From an optimization exercise on the open Yosys and OpenROAD flow, aimed at small area; shortcuts taken in it are not production practice.
RTL that was checked went through simulation tests only; none was proved equivalent to the original.
Function not checked in runs 3, 6 and 7: the RTL went through the layout flow alone.
Power figures rest on the tool's default switching activity, not on a simulated workload.

## flow/config.mk

```make
export PLATFORM = sky130hd
export DESIGN_NAME = pcap_multi_capture
export DESIGN_NICKNAME = pcap_multi_capture
export VERILOG_FILES = /design/flow/design.v
export SDC_FILE = /design/flow/constraint.sdc
export NUM_CORES = 4
export LEC_CHECK = 0
export CAP_MARGIN = 10
export CORE_MARGIN = 2
export CORE_UTILIZATION = 40
export CTS_BUF_LIST = sky130_fd_sc_hd__clkbuf_4 sky130_fd_sc_hd__clkbuf_8
export SLEW_MARGIN = 10
```

## flow/constraint.sdc

```tcl
create_clock -name core_clock -period 10.0 [get_ports {clk_i}]
set_input_delay 2.0000 -clock core_clock [delete_from_list [all_inputs] [get_ports {clk_i}]]
set_output_delay 2.0000 -clock core_clock [all_outputs]
set_load 0.01 [all_outputs]
```

## flow/standard.sh

```bash
#!/bin/bash
# synth_recipe.tcl (not shown) runs the flow's synth.tcl, then flattens the netlist and writes it again
# the make line also repeats each setting of config.mk as NAME=value (left out here)
make -C /OpenROAD-flow-scripts/flow DESIGN_CONFIG=/design/flow/config.mk WORK_HOME=/design/flow/orfs CLKGATE_MAP_FILE= SYNTH_SCRIPT=/design/flow/synth_recipe.tcl "${@:-finish}"
```

## flow/design.v

```verilog
module pcap_multi_capture #(
    parameter int NCHAN = 4,
    parameter int DW    = 32,
    parameter int ACC_W = 64
) (
    input  logic                  clk_i,
    input  logic                  reset_i,
    input  logic                  arm_i,
    input  logic                  disarm_i,
    input  logic [1:0]            capture_edge_i,
    input  logic [5:0]            shift_sum_i,
    input  logic [2*NCHAN-1:0]    chan_mode_i,
    input  logic                  enable_i,
    input  logic                  gate_i,
    input  logic                  capture_i,
    input  logic [NCHAN*DW-1:0]   posbus_i,
    output logic [DW-1:0]         dat_o,
    output logic                  dat_valid_o,
    input  logic                  dat_ready_i,
    output logic                  actv_o,
    output logic                  done_o,
    output logic [1:0]            status_o,
    output logic [1:0]            health_o
);
    localparam int            IW       = (NCHAN > 1) ? $clog2(NCHAN) : 1;
    localparam logic [IW-1:0] LAST_IDX = IW'(NCHAN - 1);
    localparam logic [1:0] ST_IDLE  = 2'd0;
    localparam logic [1:0] ST_ARMED = 2'd1;
    localparam logic [1:0] ST_RUN   = 2'd2;
    localparam logic [1:0] ST_DRAIN = 2'd3;
    logic [1:0]    state_q, state_d;
    logic          dat_valid_q, dat_valid_d;
    logic          actv_q, done_q, done_d;
    logic [1:0]    status_q, status_d, health_q, health_d;
    logic          enable_q, capture_q;
    logic [IW-1:0] idx_q;
    logic [1:0]    pend_q;
    logic          zf_q;                        
    logic [NCHAN-1:0][DW-1:0]    prev_q;
    logic [NCHAN-1:0][ACC_W-1:0] acc_q;
    logic [NCHAN-1:0][ACC_W-1:0] res_q;         
    logic [NCHAN-1:0]            res_sum_q;     
    logic [5:0]                  sh_q;          
    logic                    edge_s, run_s, cap_s, accept_s, last_s, frame_free_s, start_s, too_close_s;
    logic                    en_rise_s, en_fall_s, end_req_s;
    logic [1:0]              end_status_s;
    logic [NCHAN-1:0][ACC_W-1:0] sum_s;
    logic [NCHAN-1:0]        ovf_s;
    always_comb begin
        case (capture_edge_i)
            2'd1:    edge_s = ~capture_i & capture_q;
            2'd2:    edge_s = capture_i ^ capture_q;
            default: edge_s = capture_i & ~capture_q;
        endcase
        run_s        = (state_q == ST_RUN);
        en_rise_s    = enable_i & ~enable_q;
        en_fall_s    = ~enable_i & enable_q;
        cap_s        = run_s & enable_i & edge_s & ~disarm_i;
        accept_s     = dat_valid_q & dat_ready_i;
        last_s       = (idx_q == LAST_IDX);
        frame_free_s = ~dat_valid_q | (accept_s & last_s);
        start_s      = cap_s & frame_free_s;
        too_close_s  = cap_s & ~frame_free_s;
    end
    logic [DW-1:0] keep_s;
    logic          chk_q;                       
    logic [1:0]    health_s;                    
    always_comb begin
        for (int i = 0; i < DW; i++) keep_s[i] = (5'(i) >= sh_q[4:0]);
        for (int n = 0; n < NCHAN; n++)
            ovf_s[n] = res_sum_q[n] & ~sh_q[5] &
                       (|((res_q[n][ACC_W-2:DW-1] ^ res_q[n][ACC_W-1:DW]) & keep_s));
        health_s = (chk_q & (|ovf_s) & (health_q != 2'd1)) ? 2'd2 : health_q;
    end
    always_comb begin
        for (int n = 0; n < NCHAN; n++) begin
            logic [1:0]       mode;
            logic             use_acc, use_ref, use_smp;
            logic [ACC_W-1:0] a, b;
            logic [DW-1:0]    smp;
            logic             c32, sb, ao, az;
            mode    = chan_mode_i[2*n +: 2];
            smp     = posbus_i[n*DW +: DW];
            use_ref = cap_s & (mode == 2'd1);
            use_acc = ~zf_q & ~(cap_s & (mode != 2'd2));
            use_smp = gate_i | (cap_s & (mode != 2'd2));
            a[DW-1:0]     = use_acc ? acc_q[n][DW-1:0] : (use_ref ? ~prev_q[n] : '0);
            a[ACC_W-1:DW] = zf_q ? '0 : acc_q[n][ACC_W-1:DW];
            b             = use_smp ? {{(ACC_W-DW){smp[DW-1]}}, smp} : '0;
            c32 = use_ref;
            for (int j = 0; j < DW / 8; j++) begin
                logic co, t;
                co = (j == 0) ? use_ref : 1'b0;
                for (int i = 8*j; i < 8*j + 8; i++) begin
                    sum_s[n][i] = a[i] ^ b[i] ^ co;
                    co          = (a[i] & b[i]) | (a[i] & co) | (b[i] & co);
                end
                if (j == 0) begin
                    c32 = co;
                end else begin
                    t = 1'b1;
                    for (int i = 8*j; i < 8*j + 8; i++) begin
                        logic s0;
                        s0          = sum_s[n][i];
                        sum_s[n][i] = s0 ^ (c32 & t);
                        t           = t & s0;
                    end
                    c32 = co | (c32 & t);
                end
            end
            sb  = b[DW-1];
            ao  = 1'b1;
            az  = 1'b1;
            for (int i = DW; i < ACC_W; i++) begin
                sum_s[n][i] = a[i] ^ ((c32 & ~sb & ao) | (~c32 & sb & az));
                ao = ao & a[i];
                az = az & ~a[i];
            end
        end
    end
    always_comb begin
        state_d      = state_q;
        dat_valid_d  = dat_valid_q;
        done_d       = 1'b0;
        status_d     = status_q;
        health_d     = health_s;
        end_req_s    = 1'b0;
        end_status_s = 2'd0;
        if (accept_s & last_s) dat_valid_d = 1'b0;
        if (start_s) begin
            dat_valid_d = 1'b1;
        end else if (too_close_s) begin
            health_d = 2'd1;
        end
        case (state_q)
            ST_IDLE: begin
                if (arm_i) begin
                    state_d  = ST_ARMED;
                    health_d = 2'd0;
                    status_d = 2'd0;
                end
            end
            ST_ARMED: begin
                if (disarm_i) begin
                    end_req_s    = 1'b1;
                    end_status_s = 2'd1;
                end else if (en_rise_s) begin
                    state_d = ST_RUN;
                end
            end
            ST_RUN: begin
                if (disarm_i) begin
                    end_req_s    = 1'b1;
                    end_status_s = 2'd1;
                end else if (too_close_s) begin
                    end_req_s    = 1'b1;
                    end_status_s = 2'd2;
                end else if (en_fall_s) begin
                    end_req_s    = 1'b1;
                    end_status_s = 2'd0;
                end
            end
            default: begin
                end_req_s    = 1'b1;
                end_status_s = pend_q;
            end
        endcase
        if (end_req_s) begin
            if (dat_valid_d) begin
                state_d = ST_DRAIN;
            end else begin
                state_d  = ST_IDLE;
                done_d   = 1'b1;
                status_d = end_status_s;
            end
        end
    end
    always_ff @(posedge clk_i or posedge reset_i) begin
        if (reset_i) begin
            state_q     <= ST_IDLE;
            dat_valid_q <= 1'b0;
            actv_q      <= 1'b0;
            done_q      <= 1'b0;
            status_q    <= 2'd0;
            health_q    <= 2'd0;
            chk_q       <= 1'b0;
        end else begin
            state_q     <= state_d;
            dat_valid_q <= dat_valid_d;
            actv_q      <= (state_d != ST_IDLE);
            done_q      <= done_d;
            status_q    <= status_d;
            health_q    <= health_d;
            chk_q       <= start_s;
        end
    end
    always_ff @(posedge clk_i) begin
        enable_q  <= enable_i;
        capture_q <= capture_i;
        zf_q      <= ~run_s | cap_s;
        if (end_req_s) pend_q <= end_status_s;
        if (start_s) idx_q <= '0;
        else if (accept_s) idx_q <= idx_q + 1'b1;
        acc_q <= sum_s;
        for (int n = 0; n < NCHAN; n++) begin
            if (~run_s | (start_s & (chan_mode_i[2*n +: 2] == 2'd1)))
                prev_q[n] <= posbus_i[n*DW +: DW];
        end
        if (frame_free_s) begin
            res_q <= sum_s;
            sh_q  <= shift_sum_i;
            for (int n = 0; n < NCHAN; n++)
                res_sum_q[n] <= (chan_mode_i[2*n +: 2] == 2'd2);
        end
    end
    logic [ACC_W-1:0] out_res_s, out_sh_s;
    always_comb begin
        out_res_s = res_q[idx_q];
        out_sh_s  = $signed(out_res_s) >>> (res_sum_q[idx_q] ? sh_q : 6'd0);
    end
    assign dat_o       = out_sh_s[DW-1:0];
    assign dat_valid_o = dat_valid_q;
    assign actv_o      = actv_q;
    assign done_o      = done_q;
    assign status_o    = status_q;
    assign health_o    = health_s;
endmodule
```

## flow/flow/run.sh

```bash
#!/bin/bash
set -e
export BUFFER_PORTS_ARGS="-buffer_cell sky130_fd_sc_hd__buf_1"
export GPL_KEEP_OVERFLOW=0
export CTS_ARGS="-sink_clustering_enable -repair_clock_nets -dont_use_dummy_load -sink_clustering_size 14 -sink_clustering_max_diameter 80 -buf_list {sky130_fd_sc_hd__clkbuf_4 sky130_fd_sc_hd__clkbuf_8}"
bash standard.sh > flow_run.log 2>&1
```

==> flow_summary_export.csv, run 1 <==
group,metric,value,unit
worst_setup_path,endpoint_kind,"flip-flop",
worst_setup_path,critPathLaunchType,"primary input",
finish,fillerInstances,8453,
clock_network,htree_levels,2,
drt,wire_per_inst,23.7,µm
floorplan,num_rows,110,
drt,antenna_left,0,
synth,ys_types,83,
outcome,status,"complete, no violations",
global_route,grt_overflow,0,
worst_setup_path,crit_fanout,10,
sta,finalCritPeriodShare,97.5,%
sta,finClkSkew,0.134,ns
global_route,grt_max_degree,104,
drt,finalWirelength,113000,µm
floorplan,num_io_pins,191,
synth,synth.yosys.seq_area_share,47.4,%
synth,ys_warn_count,1,
worst_setup_path,cp_slowest_stage_delay,0.48,ns
sta,slew_violations,0,
sta,worst_pin_slew,1.20,ns
drt,drc,0,
clock_network,cts-root-buf,"clkbuf_8",
clock_network,cts_buffers,55,
clock_network,clock-sinks,667,
floorplan,start_util,40.5,%
synth,synth-seq-cells,667,
worst_setup_path,reg2reg_slack,0.66,ns
global_route,grt_use_total,22.9,%
clock_network,cts_tree,"yes",
sta,fin_tns_setup,0,ns
drt,num_vias,28000,
sta,hold_viol,0,
worst_setup_path,critical_path_class,"primary input to flip-flop",
synth,synth_edf_count,396,
synth,netlist_top_cells_area,"edfxtp_1 (32%), dfxtp_1 (14%), fa_1 (6.3%), mux4_2 (4.4%), mux2i_1 (3.9%)",
worst_hold_path,holdCritPathClass,"flip-flop to flip-flop",
placed_design,place.gp.congestion,1.02,
drt,drt_iter0_markers,2968,
worst_setup_path,required,10.46,ns
placed_design,numPortBuffers,190,
clock_network,clk_pin_slew,0.10,ns
worst_setup_path,crit_start,"capture_i",
power_and_ir_drop,peakVddDrop,146,µV
floorplan,core_area,90300,µm²
flow_run,cap_violations,0,
global_route,grt_antenna_before_repair,12,
synth,ys_dominant_reg_cell,"edfxtp_1",
sta,finalHoldWorstSlack,0.523,ns
sta,setup_violations,0,
finish,final_nets,3888,
placed_design,dpl_cell_area,39000,µm²
sta,fin_crit,9.75,ns
finish,syn_to_final_growth,12.1,%
worst_setup_path,critPathCapture,"res_q[126]",
worst_setup_path,cp.arrival,10.21,ns
sta,maxSlewHeadroom,19.9,%
synth,synth_most_common_cell,"edfxtp_1",
sta,fmax,103,MHz
power_and_ir_drop,total_power,14400,µW
floorplan,die-area,94000,µm²
worst_setup_path,reg2reg_depth,31,
global_route,grt_first_pass_wirelength,164000,µm
synth,syn_nets,3701,
drt,dr.pass1.iters,8,
floorplan,die_w,307,µm
worst_setup_path,r2r-end,"res_q[126]",
floorplan,die_h,307,µm
worst_setup_path,r2r-start,"state_q[1]",
worst_setup_path,cp_common_cell,"fa_1",
synth,synth.top_cell.area_share,32.5,%
power_and_ir_drop,power_density,351,nW/µm²
finish,drive_above_1_share,12.5,%
power_and_ir_drop,p_leak,0.0154,µW
synth,netlist_instances,3392,
synth,netlist.top_cell.by_area,"edfxtp_1",
synth,synthesis.area,36600,µm²
synth,async_flop_share,1.50,%
worst_setup_path,cp_slowest_cell,"fa_1",
synth,avgSynthCellArea,10.8,µm²
clock_network,clockBufferDepth,3,
global_route,grt_pass1_vias,25500,
drt,viasPerCell,5.88,
finish,fin_area,41000,µm²
placed_design,hpwlAfterDp,81600,µm
clock_network,clk_latency,0.77,ns
synth,netlist_top_cells_count,"edfxtp_1 (396), nand2_1 (326), nor2_1 (265)",
## worst min path at each step
| stage | to | from | depth (start not counted) | slack [ns] |
|---|---|---|---|---|
| finish | health_q[1] | health_q[0] | 1 | 0.52 |
| global route | health_q[1] | health_q[0] | 1 | 0.56 |
| CTS | health_q[1] | health_q[0] | 1 | 0.53 |
| detailed placement | health_q[1] | health_q[0] | 1 | 0.50 |
| global placement | health_q[1] | health_q[0] | 1 | 0.51 |
| floorplan | acc_q[118] | acc_q[118] | 1 | 0.46 |
## cell usage in the layout, fill, tap and decap left out, types with 20 or more instances in the layout
| cell type | synthesis | routed |
|---|---|---|
| nor2b_1 | 28 | 25 |
| edfxtp_1 | 396 | 396 |
| a22oi_1 | 35 | 35 |
| o211ai_1 | 32 | 32 |
| or2_2 | 23 | 25 |
| nand2b_1 | 30 | 29 |
| inv_1 | 97 | 92 |
| nand2_1 | 326 | 320 |
| nor4_1 | 27 | 20 |
| fa_1 | 116 | 84 |
| nor3_1 | 82 | 78 |
| dfxtp_1 | 261 | 258 |
| nand4_1 | 32 | 32 |
| and2_1 | 74 | 71 |
| buf_4 | 0 | 75 |
| and3_1 | 23 | 21 |
| nor2_1 | 265 | 252 |
| ha_1 | 41 | 29 |
| a21oi_1 | 186 | 184 |
| xnor2_1 | 127 | 127 |
| fa_2 | 0 | 32 |
| o22ai_1 | 48 | 48 |
| nand3_1 | 67 | 64 |
| buf_1 | 11 | 187 |
| mux4_2 | 71 | 71 |
| xor2_1 | 97 | 97 |
| mux2i_1 | 144 | 144 |
| o21ai_0 | 198 | 173 |
| o21a_1 | 36 | 36 |
| clkbuf_8 | 0 | 55 |
## power by group
group / internal (µW) / switching (µW)
combinational: 2840 / 4430
clock: 489 / 892
sequential: 4440 / 1310
## kinds of logic (layout without fill, tap and decap cells)
| family | count (synthesis) | after routing | share of synthesized area (%) |
|---|---|---|---|
| AOI/OAI and AO/OA | 750 | 750 | 13.1 |
| xor gates and xnor gates | 224 | 224 | 5.36 |
| adders and majority gates | 157 | 157 | 7.75 |
| buffers and inverters | 280 | 451 | 2.95 |
| DFF | 667 | 667 | 47.4 |
| muxes | 235 | 235 | 8.92 |
| other | 0 | 3 | 0 |
| and+or+nand+nor | 1079 | 1093 | 14.5 |
## metal layers
metal | global-route usage [%] | vias up | part of all wire (%)
li1 | - | 12800 | -
met2 | 32.3 | 1200 | 41
met3 | 4.15 | 193 | 8.8
met4 | 6.11 | 12 | 2.8
met5 | 0 | - | 0.060
met1 | 35.7 | 13800 | 47
## layout make-up
cell class                 count  area [µm²]  area share, %
antenna                        3        7.51         0.0183
clock buffer                  55         757           1.85
inverter                      98         370          0.903
multi-input combinational   2459       19100           46.4
sequential                   667       17400           42.4
tap                         1176        1470           3.59
timing repair buffer         298        1990           4.84
## state kept, by name, summed over array words and instances (netlist names)
name	count
status_q	2
pend_q	2
res_sum_q	4
zf_q	1
actv_q	1
chk_q	1
acc_q	256
dat_valid_q	1
res_q	256
idx_q	2
done_q	1
capture_q	1
state_q	2
sh_q	6
enable_q	1
prev_q	128
health_q	2
## metrics by stage
stage	worst slack, ns	util [%]	std cells
floorplan	-0.0187	-	3392
global placement	-5.92	42.5	4576
detailed placement	-1.92	43.2	4596
CTS	-0.0356	44.5	4685
global route	-0.0713	45.4	4754
finish	0.248	45.4	4756
## critical path, delay by kind of cell
kind	cells	cell delay, ns
simple gates	7	2.00
mux	1	0.29
fa+ha+maj	10	3.31
compound gates	9	1.71
buf+inv	7	0.84
## what timing repair did
item / in CTS / in global routing
setup buffers: 28 / 59
resized for setup: 30 / 79
hold buffers: 0 / 0
gates cloned: 6 / 9
endpoints found under the setup margin: 190 / 151
pin swaps: 10 / 51
==> run 2, diff against run 1 <==
==> flow/flow/run.sh (replaced) <==
#!/bin/bash
set -e
export BUFFER_PORTS_ARGS="-buffer_cell sky130_fd_sc_hd__buf_1"
export CTS_ARGS="-sink_clustering_enable -repair_clock_nets -dont_use_dummy_load -sink_clustering_size 14 -sink_clustering_max_diameter 80 -buf_list {sky130_fd_sc_hd__clkbuf_4 sky130_fd_sc_hd__clkbuf_8}"
bash standard.sh > flow_run.log 2>&1
--- a/flow/config.mk
+++ b/flow/config.mk
@@ -11,2 +11,3 @@
 export CTS_BUF_LIST = sky130_fd_sc_hd__clkbuf_4 sky130_fd_sc_hd__clkbuf_8
+export PLACE_DENSITY = 0.85
 export SLEW_MARGIN = 10
==> flow_summary_export.csv, run 2 <==
group,metric,value,unit
outcome,status,"complete, no violations",
synth,ys_dominant_reg_cell,"edfxtp_1",
floorplan,die_w,307,µm
finish,fillerInstances,7990,
synth,synth_top_family_by_area,"simple AND/OR/NAND/NOR gates",
placed_design,place.gp.congestion,1.02,
synth,synth_edf_count,396,
clock_network,clk_latency,0.70,ns
worst_setup_path,crit_fanout,7,
finish,drive_above_1_share,13.5,%
synth,netlist_top_cells_area,"edfxtp_1 (32%), dfxtp_1 (14%), fa_1 (6.3%), mux4_2 (4.4%), mux2i_1 (3.9%)",
global_route,grt_max_degree,79,
sta,finalHoldWorstSlack,0.523,ns
clock_network,htree_levels,2,
sta,hold_viol,0,
sta,fin_crit,9.71,ns
synth,netlist.top_cell.by_area,"edfxtp_1",
synth,synth.area.mux_share,8.92,%
synth,synth_xor_xnor_area_share,5.36,%
drt,antenna_left,0,
worst_setup_path,endpoint_kind,"flip-flop",
power_and_ir_drop,p_leak,0.0157,µW
drt,wire_per_inst,23.2,µm
synth,synth-seq-cells,667,
synth,synth-simple-area-share,14.5,%
global_route,grt.busiest_layer,"met2",
worst_hold_path,holdCritPathClass,"flip-flop to flip-flop",
drt,dr.pass1.iters,8,
global_route,grt_use_met3,5.57,%
global_route,grt_first_pass_wirelength,167000,µm
clock_network,clk_pin_slew,0.08,ns
floorplan,die_h,307,µm
finish,seqCellArea,17400,µm²
drt,drt_iter0_markers,3525,
flow_run,cap_violations,0,
synth,synth.top_cell.area_share,32.5,%
synth,ys_types,83,
synth,netlist_instances,3392,
finish,syn_to_final_growth,11.9,%
clock_network,ctsHoldBuffers,0,
global_route,grt_pass1_vias,27800,
floorplan,num_rows,110,
worst_setup_path,critical_path_class,"primary input to flip-flop",
synth,synth_most_common_cell,"edfxtp_1",
synth,ys_warn_count,1,
clock_network,clock-sinks,667,
sta,maxSlewHeadroom,17.1,%
synth,synth_compound_gate_area_share,13.1,%
synth,synth.yosys.seq_area_share,47.4,%
finish,largestRegisters,"acc_q (256), res_q (256), prev_q (128)",
clock_network,cts_tree,"yes",
worst_setup_path,cp_slowest_cell,"or4_4",
sta,fmax,103,MHz
synth,synthesis.area,36600,µm²
clock_network,clockBufferDepth,3,
floorplan,num_io_pins,191,
worst_setup_path,critPathLaunchType,"primary input",
clock_network,cts_buffers,55,
synth,netlist_top_cells_count,"edfxtp_1 (396), nand2_1 (326), nor2_1 (265)",
worst_setup_path,cp_common_cell,"fa_2",
finish,final_cell_mix,"edfxtp_1 (396), nand2_1 (320), dfxtp_1 (258)",
worst_setup_path,required,10.56,ns
synth,async_flop_share,1.50,%
synth,syn_nets,3701,
drt,finalWirelength,112000,µm
synth,synthAdderAreaFrac,7.75,%
floorplan,core_area,90300,µm²
sta,worst_pin_slew,1.24,ns
drt,drc,0,
sta,finClkSkew,0.0547,ns
floorplan,die-area,94000,µm²
global_route,grt_overflow,0,
global_route,grt_antenna_before_repair,9,
synth,avgSynthCellArea,10.8,µm²
power_and_ir_drop,peakVddDrop,201,µV
worst_setup_path,cp.arrival,10.26,ns
finish,layout_commonest_cell,"edfxtp_1",
placed_design,hpwlAfterDp,87200,µm
worst_setup_path,cp_slowest_stage_delay,0.63,ns
finish,multiInputGateArea,18700,µm²
clock_network,cts-root-buf,"clkbuf_8",
floorplan,start_util,40.5,%
placed_design,dp_worst_setup_slack,-0.521,ns
global_route,grt_use_met2,35.1,%
sta,setup_violations,0,
finish,final_nets,3972,
sta,slew_violations,0,
global_route,use_met1,32.3,%
sta,finalCritPeriodShare,97.1,%
drt,num_vias,29100,
placed_design,numPortBuffers,190,
power_and_ir_drop,power_density,351,nW/µm²
global_route,grt_use_total,23.2,%
drt,viasPerCell,6.01,
sta,fin_ws,0.293,ns
run 2: cell counts after synthesis:
No cell type changed its count.
run 2: timing repair:
action                                  in CTS  in global routing
gates resized for setup                      0                 53
endpoints found under the setup margin       0                 78
setup buffers                                0                 13
run 2: power by group:
group          total [µW]  switching [µW]  internal, µW
clock                1350             864           489
sequential           5700            1260          4450
combinational        7320            4530          2790
total               14400            6650          7730
run 2: cells by family after synthesis:
family | after synthesis
and+or+nand+nor | 1079
AOI/OAI and AO/OA | 750
DFF | 667
buffers and inverters | 280
muxes | 235
xor gates and xnor gates | 224
adders and majority gates | 157
run 2: per-stage QoR:
step           utilization [%]  TNS (ns)  area [µm²]  power (µW)  instances
2_1_floorplan                -   -0.0405       36900       10100       3392
3_3_place_gp              44.2     -6.54       39900       12600       4769
3_5_place_dp              44.2    -32.73       39900       12700       4769
4_1_cts                   45.1         0       40700       14100       4824
5_1_grt                   45.4   -0.0509       41000       15100       4839
6_report                  45.4         0       41000       14400       4840
run 2: worst paths after layout:
| kind | startpoint | end | slack (ns) | depth (start not counted) |
|---|---|---|---|---|
| setup / recovery | capture_i | res_q[190] | 0.29 | 35 |
| hold / removal | health_q[0] | health_q[1] | 0.52 | 1 |
| setup reg to reg | state_q[1] | res_q[190] | 1.26 | 33 |
| hold reg to reg | health_q[0] | health_q[1] | 0.52 | 1 |
| max in group asynchronous | reset_i | chk_q | 8.30 | 2 |
| min in group asynchronous | reset_i | health_q[1] | 1.31 | 2 |
run 2: worst max-delay path, delay by kind of cell:
family / cells / cell delay [ns]
fa+ha+maj: 9 / 2.90
mux: 1 / 0.31
simple gates: 13 / 3.50
buf+inv: 6 / 0.67
compound gates: 6 / 0.88
run 2: per-layer routing:
layer / up-vias / share of wire [%]
li1: 12900 / -
met1: 14300 / 41
met5: - / 0.059
met2: 1612 / 43
met3: 268 / 11
met4: 10 / 4.2
run 2: final cells by class:
class / count / share of cell area (%)
Tap cell: 1176 / 3.59
Timing Repair Buffer: 396 / 5.58
Multi-Input combinational cell: 2445 / 45.7
Sequential cell: 667 / 42.4
Inverter: 98 / 0.898
Clock buffer: 55 / 1.85
Antenna cell: 3 / 0.0183
==> run 3, diff against run 2 <==
--- a/flow/design.v
+++ b/flow/design.v
@@ -90,6 +90,6 @@
             c32 = use_ref;
-            for (int j = 0; j < DW / 8; j++) begin
+            for (int j = 0; j < DW / 4; j++) begin
                 logic co, t;
                 co = (j == 0) ? use_ref : 1'b0;
-                for (int i = 8*j; i < 8*j + 8; i++) begin
+                for (int i = 4*j; i < 4*j + 4; i++) begin
                     sum_s[n][i] = a[i] ^ b[i] ^ co;
@@ -101,3 +101,3 @@
                     t = 1'b1;
-                    for (int i = 8*j; i < 8*j + 8; i++) begin
+                    for (int i = 4*j; i < 4*j + 4; i++) begin
                         logic s0;
@@ -114,3 +114,3 @@
             for (int i = DW; i < ACC_W; i++) begin
-                sum_s[n][i] = a[i] ^ ((c32 & ~sb & ao) | (~c32 & sb & az));
+                sum_s[n][i] = a[i] ^ ((c32 ^ sb) & (sb ? az : ao));
                 ao = ao & a[i];
@@ -215,8 +215,27 @@
     end
-    logic [ACC_W-1:0] out_res_s, out_sh_s;
+    logic [ACC_W-1:0] out_res_s;
+    logic [5:0]       out_sh_s;
+    logic [3:0]       d54, d32, d10;
+    logic [47:0]      st1_s;
+    logic [35:0]      st2_s;
+    logic [DW-1:0]    word_s;
     always_comb begin
         out_res_s = res_q[idx_q];
-        out_sh_s  = $signed(out_res_s) >>> (res_sum_q[idx_q] ? sh_q : 6'd0);
-    end
-    assign dat_o       = out_sh_s[DW-1:0];
+        out_sh_s  = res_sum_q[idx_q] ? sh_q : 6'd0;
+        d54 = 4'b0001 << out_sh_s[5:4];
+        d32 = 4'b0001 << out_sh_s[3:2];
+        d10 = 4'b0001 << out_sh_s[1:0];
+        for (int i = 0; i < 48; i++)
+            st1_s[i] = (d54[0] & out_res_s[i]) |
+                       (d54[1] & out_res_s[(i + 16 < ACC_W) ? i + 16 : ACC_W - 1]) |
+                       (d54[2] & out_res_s[(i + 32 < ACC_W) ? i + 32 : ACC_W - 1]) |
+                       (d54[3] & out_res_s[(i + 48 < ACC_W) ? i + 48 : ACC_W - 1]);
+        for (int i = 0; i < 36; i++)
+            st2_s[i] = (d32[0] & st1_s[i]) | (d32[1] & st1_s[i + 4]) |
+                       (d32[2] & st1_s[i + 8]) | (d32[3] & st1_s[(i + 12 < 48) ? i + 12 : 47]);
+        for (int i = 0; i < DW; i++)
+            word_s[i] = (d10[0] & st2_s[i]) | (d10[1] & st2_s[i + 1]) |
+                        (d10[2] & st2_s[i + 2]) | (d10[3] & st2_s[i + 3]);
+    end
+    assign dat_o       = word_s;
     assign dat_valid_o = dat_valid_q;
==> flow/flow/run.sh (replaced) <==
#!/bin/bash
set -e
export BUFFER_PORTS_ARGS="-buffer_cell sky130_fd_sc_hd__buf_1"
export CTS_ARGS="-sink_clustering_enable -repair_clock_nets -dont_use_dummy_load -buf_list {sky130_fd_sc_hd__clkbuf_4 sky130_fd_sc_hd__clkbuf_8}"
bash standard.sh > flow_run.log 2>&1
--- a/flow/config.mk
+++ b/flow/config.mk
@@ -7,3 +7,3 @@
 export LEC_CHECK = 0
-export CAP_MARGIN = 10
+export CAP_MARGIN = 20
 export CORE_MARGIN = 2
@@ -11,3 +11,2 @@
 export CTS_BUF_LIST = sky130_fd_sc_hd__clkbuf_4 sky130_fd_sc_hd__clkbuf_8
-export PLACE_DENSITY = 0.85
-export SLEW_MARGIN = 10
+export SLEW_MARGIN = 40
==> flow_summary_export.csv, run 3 <==
group,metric,value,unit
drt,dr.pass1.iters,6,
worst_hold_path,holdCritPathClass,"flip-flop to flip-flop",
finish,layout_commonest_cell,"nand2_1",
sta,finClkSkew,0.0918,ns
sta,finalCritPeriodShare,80.2,%
worst_setup_path,critical_path_class,"primary input to flip-flop",
finish,final_cell_mix,"nand2_1 (397), edfxtp_1 (396), dfxtp_1 (258)",
synth,synth-seq-cells,667,
worst_hold_path,worstHoldPathCells,1,
synth,ys_warn_count,1,
worst_setup_path,reg2reg_slack,3.18,ns
clock_network,cts_buffers,114,
synth,avgSynthCellArea,10.3,µm²
global_route,grt_use_met3,5.43,%
synth,syn_nets,4061,
worst_hold_path,hold_end,"acc_q[63]",
clock_network,cts-resized-gates,0,
floorplan,die-area,99100,µm²
drt,drc,0,
synth,netlist_top_cells_count,"nand2_1 (398), edfxtp_1 (396), dfxtp_1 (261)",
clock_network,ctsHoldBuffers,0,
worst_setup_path,r2r-start,"state_q[0]",
synth,ys_dominant_reg_cell,"edfxtp_1",
placed_design,numPortBuffers,190,
sta,setup_violations,0,
clock_network,clk_latency,0.79,ns
floorplan,die_w,315,µm
global_route,grt_pass1_vias,29900,
clock_network,clock-sinks,667,
flow_run,cap_violations,0,
power_and_ir_drop,p_leak,0.0159,µW
synth,synth.top_cell.area_share,30.8,%
finish,drive_above_1_share,9.18,%
synth,synth.area.mux_share,5.55,%
global_route,grt_use_total,27.1,%
placed_design,hpwlAfterDp,103000,µm
finish,largestRegisters,"acc_q (256), res_q (256), prev_q (128)",
worst_setup_path,crit_start,"capture_i",
power_and_ir_drop,total_power,14700,µW
synth,async_flop_share,1.50,%
drt,drt_iter0_markers,3632,
floorplan,num_rows,114,
synth,synth-simple-area-share,17.3,%
worst_setup_path,endpoint_kind,"flip-flop",
synth,synth_top_family_by_area,"simple AND/OR/NAND/NOR gates",
sta,fmax,125,MHz
global_route,grt.busiest_layer,"met2",
clock_network,clockBufferDepth,3,
worst_setup_path,crit_fanout,33,
drt,finalWirelength,136000,µm
placed_design,dp_worst_setup_slack,1.24,ns
synth,synth.yosys.seq_area_share,44.9,%
outcome,status,"complete, no violations",
worst_setup_path,required,10.40,ns
sta,fin_ws,1.98,ns
synth,netlist.top_cell.by_area,"edfxtp_1",
worst_setup_path,reg2reg_depth,19,
worst_hold_path,min_from,"acc_q[63]",
sta,hold_viol,0,
synth,ys_types,123,
placed_design,dp_cells,5081,
worst_setup_path,cp.arrival,8.42,ns
clock_network,cts_tree,"yes",
sta,slew_violations,0,
sta,maxSlewHeadroom,39.5,%
synth,synth_edf_count,396,
drt,num_vias,31600,
floorplan,num_io_pins,191,
synth,synthAdderAreaFrac,7.15,%
clock_network,cts_setup_buffers,0,
finish,fin_cells,5200,
synth,synth_most_common_cell,"nand2_1",
floorplan,core_area,96300,µm²
floorplan,start_util,40.1,%
finish,syn_to_final_growth,9.61,%
sta,fin_crit,8.02,ns
power_and_ir_drop,power_density,347,nW/µm²
clock_network,cts-root-buf,"clkbuf_8",
synth,synthesis.area,38700,µm²
global_route,grt_first_pass_wirelength,200000,µm
worst_setup_path,r2r-end,"res_q[45]",
clock_network,clk_pin_slew,0.06,ns
synth,netlist_instances,3748,
global_route,grt_use_met2,39.7,%
synth,synth_compound_gate_area_share,16.4,%
sta,worst_pin_slew,0.896,ns
clock_network,htree_levels,3,
finish,final_nets,4235,
global_route,grt_antenna_before_repair,12,
global_route,grt_max_degree,105,
synth,synth_xor_xnor_area_share,4.85,%
drt,wire_per_inst,26.2,µm
placed_design,place.gp.congestion,1.03,
global_route,use_met1,39.4,%
power_and_ir_drop,peakVddDrop,151,µV
sta,rsz0062_at_grt,"false",
finish,final_core_util,44.0,%
drt,antenna_left,0,
drt,viasPerCell,6.08,
synth,netlist_top_cells_area,"edfxtp_1 (31%), dfxtp_1 (14%), fa_1 (5.2%), nand2_1 (3.9%), mux4_2 (3.3%)",
worst_setup_path,critPathLaunchType,"primary input",
sta,fin_tns_setup,0,ns
floorplan,die_h,315,µm
global_route,grt_overflow,0,
==> run 3: layout make-up <==
cell class / instances / area (µm²)
multi-input combinational: 2723 / 19900
fill: 9196 / 53900
timing repair buffer: 254 / 1300
tap: 1276 / 1600
inverter: 162 / 612
antenna: 4 / 10.0
clock buffer: 114 / 1570
sequential: 667 / 17400
==> run 3: power breakdown <==
| part | switching (µW) | total, µW | leakage (µW) | internal (µW) |
|---|---|---|---|---|
| registers | 1420 | 5870 | 0.00648 | 4440 |
| clock network | 1000 | 1990 | 0.000820 | 992 |
| logic | 4400 | 6850 | 0.00864 | 2460 |
==> run 3: kinds of logic after synthesis <==
group | count (synthesis)
fa+ha+maj | 161
compound gates | 903
buf+inv | 358
simple gates | 1309
xor+xnor | 214
mux | 136
flops | 667
==> run 3: layer usage <==
| metal | wire length (µm) | share of wire, % | vias to the layer above |
|---|---|---|---|
| met5 | 27 | 0.020 | - |
| met4 | 5250 | 3.9 | 4 |
| met3 | 12600 | 9.3 | 277 |
| met2 | 57900 | 43 | 1634 |
| met1 | 60200 | 44 | 15500 |
| li1 | - | - | 14100 |
==> run 3: metrics by stage <==
stage          instance area, µm²  hold slack (ns)
2_1_floorplan               38700            0.464
3_3_place_gp                40600            0.480
3_5_place_dp                40800            0.485
4_1_cts                     42300            0.507
5_1_grt                     42400            0.533
6_report                    42400            0.514
==> run 3: worst max path at each step <==
| stage | depth (start not counted) | endpoint | slack, ns |
|---|---|---|---|
| after floorplan | 5 | prev_q[0] | 1.83 |
| after global placement | 22 | res_q[246] | 1.44 |
| after detailed placement | 22 | res_q[246] | 1.24 |
| after CTS | 22 | res_q[61] | 2.03 |
| after global routing | 22 | res_q[61] | 1.60 |
| final | 22 | res_q[45] | 1.98 |
==> run 3: worst max-delay path: stages <==
cell	delay (ns)
buf_1	0.14
inv_1	0.06
ha_1	0.28
nand2b_1	0.17
a211o_1	0.55
or2_2	0.65
o21ai_0	0.33
fa_1	0.22
inv_1	0.06
fa_1	0.41
inv_1	0.08
fa_1	0.17
inv_1	0.05
fa_1	0.45
and4bb_1	0.35
a32o_2	0.18
a32o_2	0.20
nand3_2	0.17
a211o_1	0.61
a2111oi_4	0.71
a31oi_1	0.18
mux2_1	0.37
==> run 4, diff against run 3 <==
--- a/flow/design.v
+++ b/flow/design.v
@@ -80,3 +80,3 @@
             logic [DW-1:0]    smp;
-            logic             c32, sb, ao, az;
+            logic             c32, sb, ao;
             mode    = chan_mode_i[2*n +: 2];
@@ -112,7 +112,5 @@
             ao  = 1'b1;
-            az  = 1'b1;
             for (int i = DW; i < ACC_W; i++) begin
-                sum_s[n][i] = a[i] ^ ((c32 ^ sb) & (sb ? az : ao));
-                ao = ao & a[i];
-                az = az & ~a[i];
+                sum_s[n][i] = a[i] ^ ((c32 ^ sb) & ao);
+                ao = ao & (a[i] ^ sb);
             end
==> flow/flow/run.sh (replaced) <==
#!/bin/bash
set -e
export BUFFER_PORTS_ARGS="-buffer_cell sky130_fd_sc_hd__buf_1"
export CTS_ARGS="-sink_clustering_enable -repair_clock_nets -dont_use_dummy_load -sink_clustering_size 14 -sink_clustering_max_diameter 80 -buf_list {sky130_fd_sc_hd__clkbuf_4 sky130_fd_sc_hd__clkbuf_8}"
bash standard.sh > flow_run.log 2>&1
--- a/flow/config.mk
+++ b/flow/config.mk
@@ -7,3 +7,3 @@
 export LEC_CHECK = 0
-export CAP_MARGIN = 20
+export CAP_MARGIN = 10
 export CORE_MARGIN = 2
@@ -11,2 +11,2 @@
 export CTS_BUF_LIST = sky130_fd_sc_hd__clkbuf_4 sky130_fd_sc_hd__clkbuf_8
-export SLEW_MARGIN = 40
+export SLEW_MARGIN = 10
==> flow_summary_export.csv, run 4 <==
group,metric,value,unit
finish,layout_commonest_cell,"nand2_1",
sta,finClkSkew,0.109,ns
synth,synth_edf_count,396,
drt,finalWirelength,131000,µm
global_route,grt_max_degree,64,
sta,slew_violations,0,
clock_network,cts-root-buf,"clkbuf_8",
drt,dr.pass1.iters,6,
drt,wire_per_inst,26.0,µm
finish,drive_above_1_share,7.52,%
sta,hold_viol,0,
drt,antenna_left,0,
clock_network,clockBufferDepth,3,
synth,netlist_top_cells_area,"edfxtp_1 (31%), dfxtp_1 (14%), fa_1 (5.3%), mux4_2 (4.7%), nand2_1 (4.0%)",
clock_network,clock-sinks,667,
drt,num_vias,30700,
global_route,grt_antenna_before_repair,6,
placed_design,numPortBuffers,190,
synth,synthesis.area,38000,µm²
sta,fin_tns_setup,0,ns
flow_run,cap_violations,0,
finish,largestRegisters,"acc_q (256), res_q (256), prev_q (128)",
synth,syn_nets,3972,
finish,syn_to_final_growth,7.24,%
power_and_ir_drop,power_density,310,nW/µm²
synth,synth_most_common_cell,"nand2_1",
global_route,grt_first_pass_wirelength,192000,µm
worst_hold_path,holdCritPathClass,"flip-flop to flip-flop",
sta,worst_pin_slew,1.28,ns
placed_design,hpwlAfterDp,100000,µm
global_route,grt_use_total,26.2,%
synth,netlist_top_cells_count,"nand2_1 (409), edfxtp_1 (396), nor2_1 (294)",
clock_network,cts-resized-gates,0,
worst_setup_path,reg2reg_slack,2.73,ns
clock_network,cts_setup_buffers,0,
synth,netlist.top_cell.by_area,"edfxtp_1",
placed_design,place.gp.congestion,1.06,
clock_network,ctsHoldBuffers,0,
worst_setup_path,reg2reg_depth,20,
finish,final_cell_mix,"nand2_1 (408), edfxtp_1 (396), nor2_1 (292)",
worst_setup_path,crit_fanout,14,
drt,drt_iter0_markers,4185,
clock_network,cts_buffers,55,
synth,ys_warn_count,1,
floorplan,core_area,94600,µm²
power_and_ir_drop,peakVddDrop,188,µV
synth,synth.yosys.seq_area_share,45.7,%
sta,fmax,119,MHz
power_and_ir_drop,total_power,12600,µW
clock_network,cts_tree,"yes",
drt,viasPerCell,6.11,
floorplan,die_w,312,µm
floorplan,num_io_pins,191,
global_route,grt_pass1_vias,28500,
sta,fin_crit,8.42,ns
synth,async_flop_share,1.50,%
synth,ys_dominant_reg_cell,"edfxtp_1",
floorplan,start_util,40.2,%
worst_setup_path,r2r-start,"capture_q",
clock_network,clk_latency,0.77,ns
synth,synth.top_cell.area_share,31.3,%
sta,setup_violations,0,
worst_setup_path,cp.arrival,8.95,ns
worst_setup_path,required,10.53,ns
worst_setup_path,crit_start,"capture_edge_i[0]",
floorplan,die_h,312,µm
worst_setup_path,endpoint_kind,"flip-flop",
worst_setup_path,r2r-end,"res_q[181]",
clock_network,htree_levels,2,
floorplan,num_rows,113,
sta,rsz0062_at_grt,"false",
drt,drc,0,
clock_network,clk_pin_slew,0.06,ns
power_and_ir_drop,p_leak,0.0149,µW
synth,ys_types,99,
synth,netlist_instances,3659,
floorplan,die-area,97500,µm²
synth,synth-seq-cells,667,
sta,maxSlewHeadroom,14.0,%
outcome,status,"complete, no violations",
finish,final_nets,4079,
worst_setup_path,critPathCapture,"res_q[181]",
worst_setup_path,critPathLaunchType,"primary input",
sta,finalCritPeriodShare,84.2,%
synth,avgSynthCellArea,10.4,µm²
worst_setup_path,critical_path_class,"primary input to flip-flop",
global_route,grt_overflow,0,
run 4: power breakdown:
group	total, µW	leakage [µW]	switching, µW	internal, µW
Clock	1380	0.000395	895	489
Combinational	5930	0.00801	3850	2070
Sequential	5330	0.00649	1120	4210
run 4: logic make-up after synthesis:
logic type               Yosys count  synth area share [%]
multiplexers                     125                  5.98
XOR/XNOR                         249                  5.74
AND/OR/NAND/NOR                 1201                  15.4
AO/OA/AOI/OAI                    935                  16.5
flip-flops                       667                  45.7
adder cells (fa/ha/maj)          161                  7.27
buffers and inverters            321                  3.38
run 4: worst min path at each step:
| stage | from | end | slack [ns] | cells after the start |
|---|---|---|---|---|
| floorplan | acc_q[167] | acc_q[167] | 0.48 | 2 |
| global placement | acc_q[127] | acc_q[127] | 0.52 | 1 |
| detailed placement | acc_q[167] | acc_q[167] | 0.52 | 2 |
| CTS | status_q[0] | status_q[0] | 0.53 | 2 |
| global route | status_q[1] | status_q[1] | 0.56 | 2 |
| finish | status_q[0] | status_q[0] | 0.53 | 2 |
run 4: per-layer routing:
metal / share of wire (%) / track usage (%)
met1: 44 / 39.3
met2: 42 / 38.0
met3: 9.9 / 4.51
met4: 4.1 / 9.22
met5: 0.0084 / 0
run 4: area by class of cell:
| type | instances | area [µm²] |
|---|---|---|
| inverters | 129 | 484 |
| clock buffers | 55 | 757 |
| fillers | 9135 | 53800 |
| well taps | 1265 | 1580 |
| diodes | 2 | 5.00 |
| multi-input cells | 2671 | 19500 |
| repair buffers | 242 | 1100 |
| flip-flops and latches | 667 | 17400 |
run 4: worst max-delay path, stage by stage:
cell and delay [ns]:
buf_1 0.10, inv_1 0.05, ha_1 0.30, nor2b_1 0.44, or3_1 0.41, or3_1 0.55, o21ai_0 0.22, fa_1 0.46
fa_1 0.46, fa_1 0.43, inv_1 0.12, fa_1 0.20, and4bb_2 0.27, a32o_1 0.25, a21oi_1 0.32, o21ai_0 0.44
a21oi_2 0.58, xnor2_1 0.38, or2_2 0.43, or3_1 0.34, o22ai_1 0.19
run 4: metrics by stage:
| step | util, % | worst slack (ns) | area, µm² | std cells | hold slack [ns] |
|---|---|---|---|---|---|
| after floorplan | - | 1.37 | 38000 | 3659 | 0.476 |
| after global placement | 42.3 | 1.10 | 40000 | 4974 | 0.518 |
| after detailed placement | 42.3 | 1.01 | 40000 | 4974 | 0.523 |
| after CTS | 43.1 | 1.72 | 40800 | 5029 | 0.535 |
| after global routing | 43.1 | 1.20 | 40800 | 5030 | 0.561 |
| final | 43.1 | 1.58 | 40800 | 5031 | 0.535 |
==> run 5, diff against run 4 <==
--- a/flow/config.mk
+++ b/flow/config.mk
@@ -7,2 +7,3 @@
 export LEC_CHECK = 0
+export ABC_AREA = 1
 export CAP_MARGIN = 10
==> flow_summary_export.csv, run 5 <==
group,metric,value,unit
synth,async_flop_share,1.50,%
worst_hold_path,min_from,"acc_q[59]",
synth,synth.top_cell.area_share,32.3,%
placed_design,hpwlAfterDp,82800,µm
synth,netlist_top_cells_area,"edfxtp_1 (32%), dfxtp_1 (14%), nand2_1 (8.2%), inv_1 (5.6%), fa_1 (5.4%)",
synth,avgSynthCellArea,8.69,µm²
sta,rsz0062_at_grt,"false",
floorplan,die_w,307,µm
power_and_ir_drop,clkPwrFrac,11.9,%
clock_network,clk_latency,0.73,ns
finish,syn_to_final_growth,6.78,%
drt,wire_per_inst,19.9,µm
global_route,grt_first_pass_wirelength,166000,µm
synth,synth_edf_count,396,
power_and_ir_drop,power_density,290,nW/µm²
synth,netlist_top_cells_count,"nand2_1 (805), inv_1 (549), edfxtp_1 (396)",
clock_network,clk_pin_slew,0.09,ns
synth,synth_most_common_cell,"nand2_1",
floorplan,num_io_pins,191,
synth,synth-seq-cells,667,
synth,ys_warn_count,1,
sta,hold_viol,0,
placed_design,numPortBuffers,190,
worst_setup_path,critical_path_class,"primary input to flip-flop",
worst_setup_path,endpoint_kind,"flip-flop",
drt,drc,0,
synth,synth.yosys.seq_area_share,47.2,%
power_and_ir_drop,total_power,11400,µW
synth,syn_nets,4550,
global_route,grt_max_degree,89,
flow_run,cap_violations,0,
sta,slew_violations,0,
worst_hold_path,holdCritPathClass,"flip-flop to flip-flop",
drt,viasPerCell,5.35,
power_and_ir_drop,seq_power_share,41.4,%
sta,fin_tns_setup,0,ns
clock_network,clock-sinks,667,
floorplan,die_h,307,µm
worst_setup_path,crit_fanout,21,
power_and_ir_drop,netSwitchingPower,5390,µW
global_route,grt_antenna_before_repair,6,
finish,fillerInstances,9108,
sta,fin_crit,7.88,ns
power_and_ir_drop,cell_internal_pwr,6020,µW
synth,ys_dominant_reg_cell,"edfxtp_1",
worst_setup_path,cp.arrival,8.32,ns
floorplan,core_area,91400,µm²
drt,dr.pass1.iters,7,
power_and_ir_drop,swShare,47.2,%
sta,worst_pin_slew,1.24,ns
drt,finalWirelength,110000,µm
global_route,grt_pass1_vias,27300,
sta,maxSlewHeadroom,16.4,%
worst_setup_path,cp_slowest_cell,"nand2_1",
clock_network,cts_tree,"yes",
sta,fmax,127,MHz
clock_network,ctsHoldBuffers,0,
floorplan,die-area,94500,µm²
synth,synthesis.area,36800,µm²
outcome,status,"complete, no violations",
drt,num_vias,29600,
global_route,grt_use_total,22.9,%
finish,drive_above_1_share,5.16,%
finish,final_cell_mix,"nand2_1 (804), inv_1 (549), edfxtp_1 (396)",
sta,finalCritPeriodShare,78.8,%
global_route,grt_overflow,0,
synth,netlist_instances,4237,
worst_setup_path,cp_slowest_stage_delay,0.54,ns
sta,finalHoldWorstSlack,0.483,ns
finish,final_nets,4657,
power_and_ir_drop,p_leak,0.0166,µW
floorplan,start_util,40.3,%
sta,finClkSkew,0.150,ns
clock_network,cts-resized-gates,0,
drt,drt_iter0_markers,3016,
power_and_ir_drop,combPwrFrac,46.7,%
synth,netlist.top_cell.by_area,"edfxtp_1",
clock_network,cts_buffers,55,
clock_network,cts_setup_buffers,0,
drt,antenna_left,0,
worst_setup_path,r2r-start,"state_q[0]",
worst_setup_path,critPathLaunchType,"primary input",
worst_setup_path,cp_common_cell,"nand2_1",
clock_network,clockBufferDepth,3,
floorplan,num_rows,111,
clock_network,htree_levels,2,
power_and_ir_drop,peakVddDrop,127,µV
finish,largestRegisters,"acc_q (256), res_q (256), prev_q (128)",
finish,final_core_util,43.0,%
finish,layout_commonest_cell,"nand2_1",
worst_setup_path,required,10.44,ns
synth,ys_types,67,
sta,setup_violations,0,
worst_setup_path,crit_start,"capture_i",
placed_design,dpl_cell_area,38500,µm²
clock_network,cts-root-buf,"clkbuf_8",
finish,fin_area,39300,µm²
placed_design,place.gp.congestion,0.996,
run 5: changes by cell type after synthesis, moves of 53 or more:
cell	change
a21oi_1	+73
nand4_1	+58
nand2_1	+396
nand3_1	+222
and2_1	-113
nor2_1	+87
xnor2_1	-101
inv_1	+424
mux4_2	-80
o21ai_0	+96
nor2b_1	-53
run 5: final timing paths:
path                                to  slack, ns  cells past startpoint
setup / recovery            res_q[119]       2.12                     36
hold / removal               acc_q[59]       0.48                      2
setup reg to reg            res_q[119]       3.26                     33
hold reg to reg              acc_q[59]       0.48                      2
max in group asynchronous  dat_valid_q       8.40                      2
min in group asynchronous  health_q[1]       1.33                      2
run 5: critical path: cells and delay by family:
family | cells | cell delay (ns)
simple gates | 22 | 3.25
fa+ha+maj | 5 | 1.37
compound gates | 2 | 0.63
buf+inv | 6 | 0.86
xor+xnor | 1 | 0.17
run 5: kinds of logic after synthesis:
family                   share of synthesized area [%]
XOR/XNOR                                          4.59
AND/OR/NAND/NOR                                   21.1
multiplexers                                    0.0306
buffers and inverters                             7.79
flip-flops                                        47.2
AO/OA/AOI/OAI                                     11.8
adder cells (fa/ha/maj)                           7.51
run 5: through the flow:
step,setup WS (ns),instances
3_3_place_gp,1.57,5473
3_5_place_dp,1.46,5473
6_report,2.12,5529
2_1_floorplan,0.515,4237
4_1_cts,2.21,5528
5_1_grt,1.56,5529
run 5: power groups by stage:
stage | clock (µW) | sequential (µW) | combinational [µW]
floorplan | 0 | 4490 | 3500
global placement | 0 | 4740 | 5180
detailed placement | 0 | 4730 | 5190
CTS | 1410 | 4680 | 5220
global route | 1490 | 4780 | 5800
finish | 1360 | 4720 | 5330
run 5: final cells by class:
cell class,count,area [µm²],share of cell area (%)
tap,1186,1480,3.78
inverter,565,2130,5.42
sequential,667,17400,44.2
timing repair buffer,222,966,2.46
multi-input combinational,2833,16600,42.2
antenna,1,2.50,0.00637
clock buffer,55,757,1.93
run 5: routing by layer:
layer | up-vias | GRT usage (%) | share of wire [%]
li1 | 14200 | - | -
met3 | 146 | 3.01 | 7.5
met5 | - | 0 | 0.024
met2 | 1056 | 34.2 | 42
met4 | 4 | 5.97 | 2.5
met1 | 14100 | 34.9 | 48
==> run 6, diff against run 5 <==
--- a/flow/design.v
+++ b/flow/design.v
@@ -80,3 +80,3 @@
             logic [DW-1:0]    smp;
-            logic             c32, sb, ao;
+            logic             c32, sb, ao, az;
             mode    = chan_mode_i[2*n +: 2];
@@ -90,6 +90,6 @@
             c32 = use_ref;
-            for (int j = 0; j < DW / 4; j++) begin
+            for (int j = 0; j < DW / 8; j++) begin
                 logic co, t;
                 co = (j == 0) ? use_ref : 1'b0;
-                for (int i = 4*j; i < 4*j + 4; i++) begin
+                for (int i = 8*j; i < 8*j + 8; i++) begin
                     sum_s[n][i] = a[i] ^ b[i] ^ co;
@@ -101,3 +101,3 @@
                     t = 1'b1;
-                    for (int i = 4*j; i < 4*j + 4; i++) begin
+                    for (int i = 8*j; i < 8*j + 8; i++) begin
                         logic s0;
@@ -112,5 +112,7 @@
             ao  = 1'b1;
+            az  = 1'b1;
             for (int i = DW; i < ACC_W; i++) begin
-                sum_s[n][i] = a[i] ^ ((c32 ^ sb) & ao);
-                ao = ao & (a[i] ^ sb);
+                sum_s[n][i] = a[i] ^ ((c32 & ~sb & ao) | (~c32 & sb & az));
+                ao = ao & a[i];
+                az = az & ~a[i];
             end
==> flow/run.sh (new file) <==
#!/bin/bash
# synth_recipe.tcl (not shown) runs the flow's synth.tcl, then flattens the netlist and writes it again
# the make line also repeats each setting of config.mk as NAME=value (left out here)
make -C /OpenROAD-flow-scripts/flow DESIGN_CONFIG=/design/flow/config.mk WORK_HOME=/design/flow/orfs CLKGATE_MAP_FILE= SYNTH_SCRIPT=/design/flow/synth_recipe.tcl finish
--- a/flow/config.mk
+++ b/flow/config.mk
@@ -7,4 +7,3 @@
 export LEC_CHECK = 0
-export ABC_AREA = 1
-export CAP_MARGIN = 10
+export CAP_MARGIN = 20
 export CORE_MARGIN = 2
@@ -12,2 +11,2 @@
 export CTS_BUF_LIST = sky130_fd_sc_hd__clkbuf_4 sky130_fd_sc_hd__clkbuf_8
-export SLEW_MARGIN = 10
+export SLEW_MARGIN = 40
removed: flow/flow/run.sh
removed: flow/standard.sh
==> flow_summary_export.csv, run 6 <==
group,metric,value,unit
outcome,status,"complete, no violations",
placed_design,numPortBuffers,190,
synth,netlist.top_cell.by_area,"edfxtp_1",
sta,finalCritPeriodShare,97.2,%
sta,finClkSkew,0.0619,ns
worst_setup_path,critPathLaunchType,"primary input",
finish,final_core_util,49.2,%
global_route,grt_pass1_vias,28500,
floorplan,core_area,91900,µm²
clock_network,cts-root-buf,"clkbuf_8",
synth,ys_dominant_reg_cell,"edfxtp_1",
flow_run,cap_violations,0,
clock_network,clk_pin_slew,0.05,ns
synth,netlist_top_cells_count,"edfxtp_1 (396), nand2_1 (323), nor2_1 (299)",
worst_setup_path,crit_family,"adder cells",
synth,syn_nets,3780,
clock_network,ctsHoldBuffers,0,
sta,fin_ws,0.283,ns
power_and_ir_drop,p_leak,0.0170,µW
synth,netlist_top_cells_area,"edfxtp_1 (32%), dfxtp_1 (14%), fa_1 (6.2%), mux4_2 (4.7%), nand2_1 (3.3%)",
floorplan,num_io_pins,191,
synth,netlist_instances,3471,
finish,final_nets,4149,
worst_setup_path,cp_slowest_cell,"or4_4",
worst_setup_path,critical_path_class,"primary input to flip-flop",
drt,viasPerCell,5.77,
sta,slew_violations,0,
synth,synth.top_cell.area_share,31.9,%
worst_setup_path,cp_common_cell,"fa_2",
floorplan,num_rows,111,
sta,hold_viol,0,
worst_setup_path,required,10.45,ns
global_route,grt_use_total,25.8,%
synth,avgSynthCellArea,10.7,µm²
worst_setup_path,critPathBufInv,7,
placed_design,dp_worst_setup_slack,-0.899,ns
sta,maxSlewHeadroom,39.6,%
clock_network,clockBufferDepth,3,
finish,drive_above_1_share,19.2,%
global_route,grt_first_pass_wirelength,184000,µm
worst_setup_path,crit_cells,34,
worst_setup_path,crit_fanout,7,
floorplan,die-area,95600,µm²
power_and_ir_drop,peakVddDrop,165,µV
synth,synth-seq-cells,667,
worst_setup_path,cp.arrival,10.16,ns
synth,ys_warn_count,1,
finish,layout_commonest_cell,"edfxtp_1",
synth,synth_most_common_cell,"edfxtp_1",
global_route,grt_antenna_before_repair,4,
power_and_ir_drop,power_density,356,nW/µm²
worst_hold_path,holdCritPathClass,"flip-flop to flip-flop",
clock_network,clock-sinks,667,
sta,worst_pin_slew,0.894,ns
synth,synthesis.area,37300,µm²
finish,largestRegisters,"acc_q (256), res_q (256), prev_q (128)",
finish,syn_to_final_growth,21.4,%
drt,antenna_left,0,
drt,dr.pass1.iters,6,
finish,final_cell_mix,"edfxtp_1 (396), nand2_1 (322), nor2_1 (286)",
synth,synth_edf_count,396,
floorplan,start_util,40.5,%
worst_hold_path,worstHoldPathCells,2,
worst_setup_path,reg2reg_depth,32,
synth,async_flop_share,1.50,%
finish,fin_cells,5185,
placed_design,place.gp.congestion,1.04,
synth,ys_types,103,
clock_network,htree_levels,3,
sta,setup_violations,0,
placed_design,hpwlAfterDp,95000,µm
synth,synth.yosys.seq_area_share,46.6,%
drt,finalWirelength,125000,µm
clock_network,clk_latency,0.78,ns
clock_network,cts_buffers,111,
global_route,grt_max_degree,83,
drt,drt_iter0_markers,3446,
sta,rsz0062_at_grt,"true",
floorplan,die_w,309,µm
floorplan,die_h,309,µm
drt,wire_per_inst,24.1,µm
sta,fmax,103,MHz
global_route,grt_overflow,0,
drt,drc,0,
worst_setup_path,endpoint_kind,"flip-flop",
worst_setup_path,cp_slowest_stage_delay,0.53,ns
clock_network,cts_tree,"yes",
placed_design,dp_cells,4951,
sta,fin_crit,9.72,ns
drt,num_vias,29900,
run 6: cell types whose count changed after synthesis, moves of 46 or more:
cell,delta
a21oi_1,-46
and2_1,+74
inv_1,-439
mux4_2,+78
nand2_1,-482
nand3_1,-201
nand4_1,-46
nor2_1,-82
nor2b_1,+53
nor3_1,+72
o21ai_0,-179
xnor2_1,+84
xor2_1,-56
run 6: through the flow:
stage	total power (µW)	hold slack, ns	instance area [µm²]	setup TNS (ns)
after floorplan	9920	0.478	37500	-0.119
after global placement	13000	0.501	42000	-80.88
after detailed placement	13000	0.512	42000	-103.83
after CTS	15800	0.526	44700	0
after global routing	16800	0.559	45200	-0.256
final	16100	0.533	45200	0
run 6: cell type report:
cell class	count	area, µm²
diodes	3	7.51
clock buffers	175	2160
clock inverters	37	465
fillers	8372	46700
inverters	111	417
multi-input cells	2495	19300
flip-flops and latches	667	17400
well taps	1243	1560
repair buffers	454	4000
run 6: report_power, final:
| part | switching [µW] | total (µW) | internal (µW) |
|---|---|---|---|
| combinational | 4440 | 7410 | 2970 |
| sequential | 1430 | 5880 | 4450 |
| clock | 1190 | 2790 | 1600 |
run 6: cell families after synthesis:
family | synth area share (%)
fa+ha+maj | 7.64
mux | 6.32
compound gates | 15.1
buf+inv | 3.60
xor+xnor | 5.19
flops | 46.6
simple gates | 15.6
run 6: worst min-delay path: cells and delay by family, from the launching register on:
family           cells  cell delay, ns
AO/OA/AOI/OAI        1            0.06
AND/OR/NAND/NOR      1            0.06
flip-flops           1            0.38
run 6: worst paths after layout:
| check | from | to | slack (ns) |
|---|---|---|---|
| worst max-delay path | capture_i | res_q[54] | 0.28 |
| worst min-delay path | status_q[0] | status_q[0] | 0.53 |
| worst max register to register | state_q[1] | res_q[54] | 1.53 |
| worst min register to register | status_q[0] | status_q[0] | 0.53 |
| max in group asynchronous | reset_i | state_q[0] | 8.17 |
| min in group asynchronous | reset_i | health_q[0] | 1.54 |
run 6: timing repair:
action,4_1_cts,5_1_grt
hold endpoints to repair,0,0
setup buffers,2,16
pin swaps,2,47
endpoints found under the setup margin,11,176
resized for setup,4,109
run 6: routing by layer:
layer / track usage (%) / vias up / share of wire (%)
met2: 37.7 / 1368 / 43
met4: 8.64 / 0 / 3.5
met5: 0 / - / 0
met1: 37.8 / 14700 / 45
met3: 5.44 / 253 / 9.2
li1: - / 13600 / -
==> run 7, diff against run 6 <==
--- a/flow/config.mk
+++ b/flow/config.mk
@@ -11,2 +11,3 @@
 export CTS_BUF_LIST = sky130_fd_sc_hd__clkbuf_4 sky130_fd_sc_hd__clkbuf_8
+export GPL_TIMING_DRIVEN = 0
 export SLEW_MARGIN = 40
==> flow_summary_export.csv, run 7 <==
group,metric,value,unit
outcome,status,"complete, no violations",
sta,finalHoldWorstSlack,0.526,ns
drt,viasPerCell,6.00,
synth,synthesis.area,37300,µm²
finish,drive_above_1_share,18.8,%
finish,layout_commonest_cell,"edfxtp_1",
placed_design,numPortBuffers,190,
worst_setup_path,critical_path_class,"primary input to flip-flop",
floorplan,die_h,309,µm
worst_setup_path,r2r-start,"zf_q",
placed_design,dpl_cell_area,41400,µm²
synth,ys_dominant_reg_cell,"edfxtp_1",
worst_hold_path,holdCritPathClass,"flip-flop to flip-flop",
sta,hold_viol,0,
synth,netlist.top_cell.by_area,"edfxtp_1",
drt,wire_per_inst,28.4,µm
global_route,grt_overflow,0,
drt,drc,0,
synth,synth_most_common_cell,"edfxtp_1",
floorplan,core_area,91900,µm²
clock_network,cts_tree,"yes",
worst_setup_path,crit_start,"enable_i",
global_route,grt_antenna_before_repair,14,
finish,final_nets,4168,
worst_setup_path,cp_slowest_stage_delay,0.51,ns
synth,synth-seq-cells,667,
clock_network,clk_latency,0.82,ns
synth,synth.top_cell.area_share,31.9,%
sta,finClkSkew,0.0754,ns
global_route,grt_max_degree,70,
power_and_ir_drop,p_leak,0.0171,µW
clock_network,clockBufferDepth,3,
global_route,grt_use_total,30.4,%
synth,async_flop_share,1.50,%
clock_network,htree_levels,3,
drt,num_vias,31200,
drt,finalWirelength,148000,µm
drt,antenna_left,0,
synth,ys_types,103,
worst_setup_path,critPathLaunchType,"primary input",
worst_hold_path,min_from,"acc_q[99]",
clock_network,clock-sinks,667,
finish,fin_area,45600,µm²
flow_run,cap_violations,0,
floorplan,die-area,95600,µm²
finish,syn_to_final_growth,22.3,%
worst_setup_path,cp_common_cell,"fa_2",
sta,fin_crit,9.75,ns
worst_setup_path,cp_slowest_cell,"fa_2",
synth,syn_nets,3780,
worst_setup_path,cp.arrival,10.19,ns
placed_design,place.gp.congestion,1.05,
power_and_ir_drop,peakVddDrop,146,µV
drt,drt_iter0_markers,4092,
power_and_ir_drop,power_density,371,nW/µm²
sta,finalCritPeriodShare,97.5,%
synth,avgSynthCellArea,10.7,µm²
placed_design,hpwlAfterDp,114000,µm
finish,final_cell_mix,"edfxtp_1 (396), nand2_1 (322), nor2_1 (283)",
clock_network,clk_pin_slew,0.06,ns
clock_network,cts_buffers,114,
clock_network,cts-root-buf,"clkbuf_8",
global_route,grt_pass1_vias,29400,
sta,setup_violations,0,
synth,netlist_top_cells_area,"edfxtp_1 (32%), dfxtp_1 (14%), fa_1 (6.2%), mux4_2 (4.7%), nand2_1 (3.3%)",
sta,worst_pin_slew,0.935,ns
worst_setup_path,required,10.44,ns
floorplan,num_io_pins,191,
synth,synth.yosys.seq_area_share,46.6,%
power_and_ir_drop,total_power,16900,µW
sta,fmax,103,MHz
drt,dr.pass1.iters,6,
sta,maxSlewHeadroom,36.0,%
finish,fillerInstances,8434,
worst_setup_path,endpoint_kind,"flip-flop",
floorplan,start_util,40.5,%
floorplan,die_w,309,µm
worst_setup_path,crit_fanout,6,
synth,netlist_instances,3471,
synth,netlist_top_cells_count,"edfxtp_1 (396), nand2_1 (323), nor2_1 (299)",
finish,largestRegisters,"acc_q (256), res_q (256), prev_q (128)",
global_route,grt_first_pass_wirelength,209000,µm
synth,synth_edf_count,396,
floorplan,num_rows,111,
sta,slew_violations,0,
synth,ys_warn_count,1,
run 7: area by class of cell:
cell class | instances | area (µm²) | area share (%)
multi-input combinational | 2495 | 19600 | 43.0
sequential | 667 | 17400 | 38.1
timing repair buffer | 282 | 2750 | 6.03
clock buffer | 178 | 2190 | 4.81
tap | 1243 | 1560 | 3.41
buffer | 188 | 1100 | 2.41
clock inverter | 39 | 579 | 1.27
inverter | 111 | 417 | 0.914
antenna | 1 | 2.50 | 0.00549
run 7: kinds of logic after synthesis:
group	synth area share (%)
AO/OA/AOI/OAI	15.1
XOR/XNOR	5.19
adder cells (fa/ha/maj)	7.64
buffers and inverters	3.60
flip-flops	46.6
multiplexers	6.32
AND/OR/NAND/NOR	15.6
run 7: report_power, final:
part	total [µW]	switching, µW	internal [µW]
Clock	2940	1240	1710
Sequential	5790	1350	4440
Combinational	8170	5120	3050
Total	16900	7710	9200
run 7: worst paths after layout:
check                           slack [ns]  depth (start not counted)     endpoint
worst max register to register        0.46                         37   res_q[113]
max in group asynchronous             8.18                          2  status_q[1]
worst max-delay path                  0.25                         33    res_q[63]
worst min register to register        0.53                          2    acc_q[99]
worst min-delay path                  0.53                          2    acc_q[99]
min in group asynchronous             1.54                          2  dat_valid_q
run 7: layer usage:
metal	vias to the layer above	track usage, %	part of all wire (%)
met3	328	6.11	9.8
li1	13700	-	-
met5	-	0	0.0088
met1	15500	43.4	42
met4	2	11.9	4.4
met2	1718	45.4	43
run 7: stage by stage:
step | utilization (%) | instances | setup WS, ns | setup TNS [ns]
final | 49.6 | 5204 | 0.251 | 0
after global routing | 49.6 | 5204 | -0.0207 | -0.0536
after CTS | 49.0 | 5176 | 0.000736 | 0
after detailed placement | 45.0 | 4919 | -2.99 | -513.30
after global placement | 44.5 | 4904 | -4.18 | -1124.18
after floorplan | - | 3471 | -0.0743 | -0.119
run 7: repair_timing:
item	CTS	global route
pin swaps	49	45
buffers inserted	49	28
setup endpoints to repair	249	163
gates resized for setup	135	104
hold buffers	0	0
gates cloned	0	0
run 7: critical path: cells and delay by family:
kind	cells	cell delay (ns)
adder cells (fa/ha/maj)	8	2.56
buffers and inverters	7	1.39
AO/OA/AOI/OAI	7	1.60
AND/OR/NAND/NOR	11	2.62

==> what the ideal ports hide <==
How much do the figures lean on ideal ports? The routed layouts below were timed once more, with nothing changed but the port constraints.
Step 1: set_driving_cell puts a clkbuf_16 on clk_i and a buf_2 on each other input, an assumption about the parent block.
Step 2 times the ports against the registers' clock, not the clock port: input delays grow and output delays shrink by t, the midpoint of the rising clock arrivals with the driver on.
a / b / c = ideal ports / drivers / drivers and shift; a / b = the first two.
run | t (ns) | setup slack, ns | worst hold slack (ns) | clock arrival spread, ns | cell pins on the clock port's net
run 1 | 0.760 | 0.248 / 0.284 / -0.476 | 0.523 / 0.523 / 0.523 | 0.137 / 0.137 | 1
run 2 | 0.734 | 0.293 / 0.326 / -0.408 | 0.523 / 0.523 / 0.523 | 0.061 / 0.061 | 1
run 3 | 0.796 | 1.978 / 2.027 / 1.231 | 0.514 / 0.514 / 0.514 | 0.128 / 0.128 | 1
run 4 | 0.795 | 1.579 / 1.632 / 0.837 | 0.535 / 0.535 / 0.535 | 0.109 / 0.110 | 1
run 5 | 0.719 | 2.116 / 2.165 / 1.446 | 0.483 / 0.483 / 0.483 | 0.156 / 0.156 | 1
run 6 | 0.826 | 0.283 / 0.327 / -0.499 | 0.533 / 0.533 / 0.533 | 0.062 / 0.062 | 1
run 7 | 0.847 | 0.251 / 0.287 / -0.559 | 0.526 / 0.526 / 0.526 | 0.076 / 0.075 | 1
Met with ideal ports but missed after step 2: setup timing in run 1, run 2, run 6 and run 7. For run 7, which loses most, drivers alone change the setup slack by +0.036 ns; drivers and shift together by -0.810 ns.
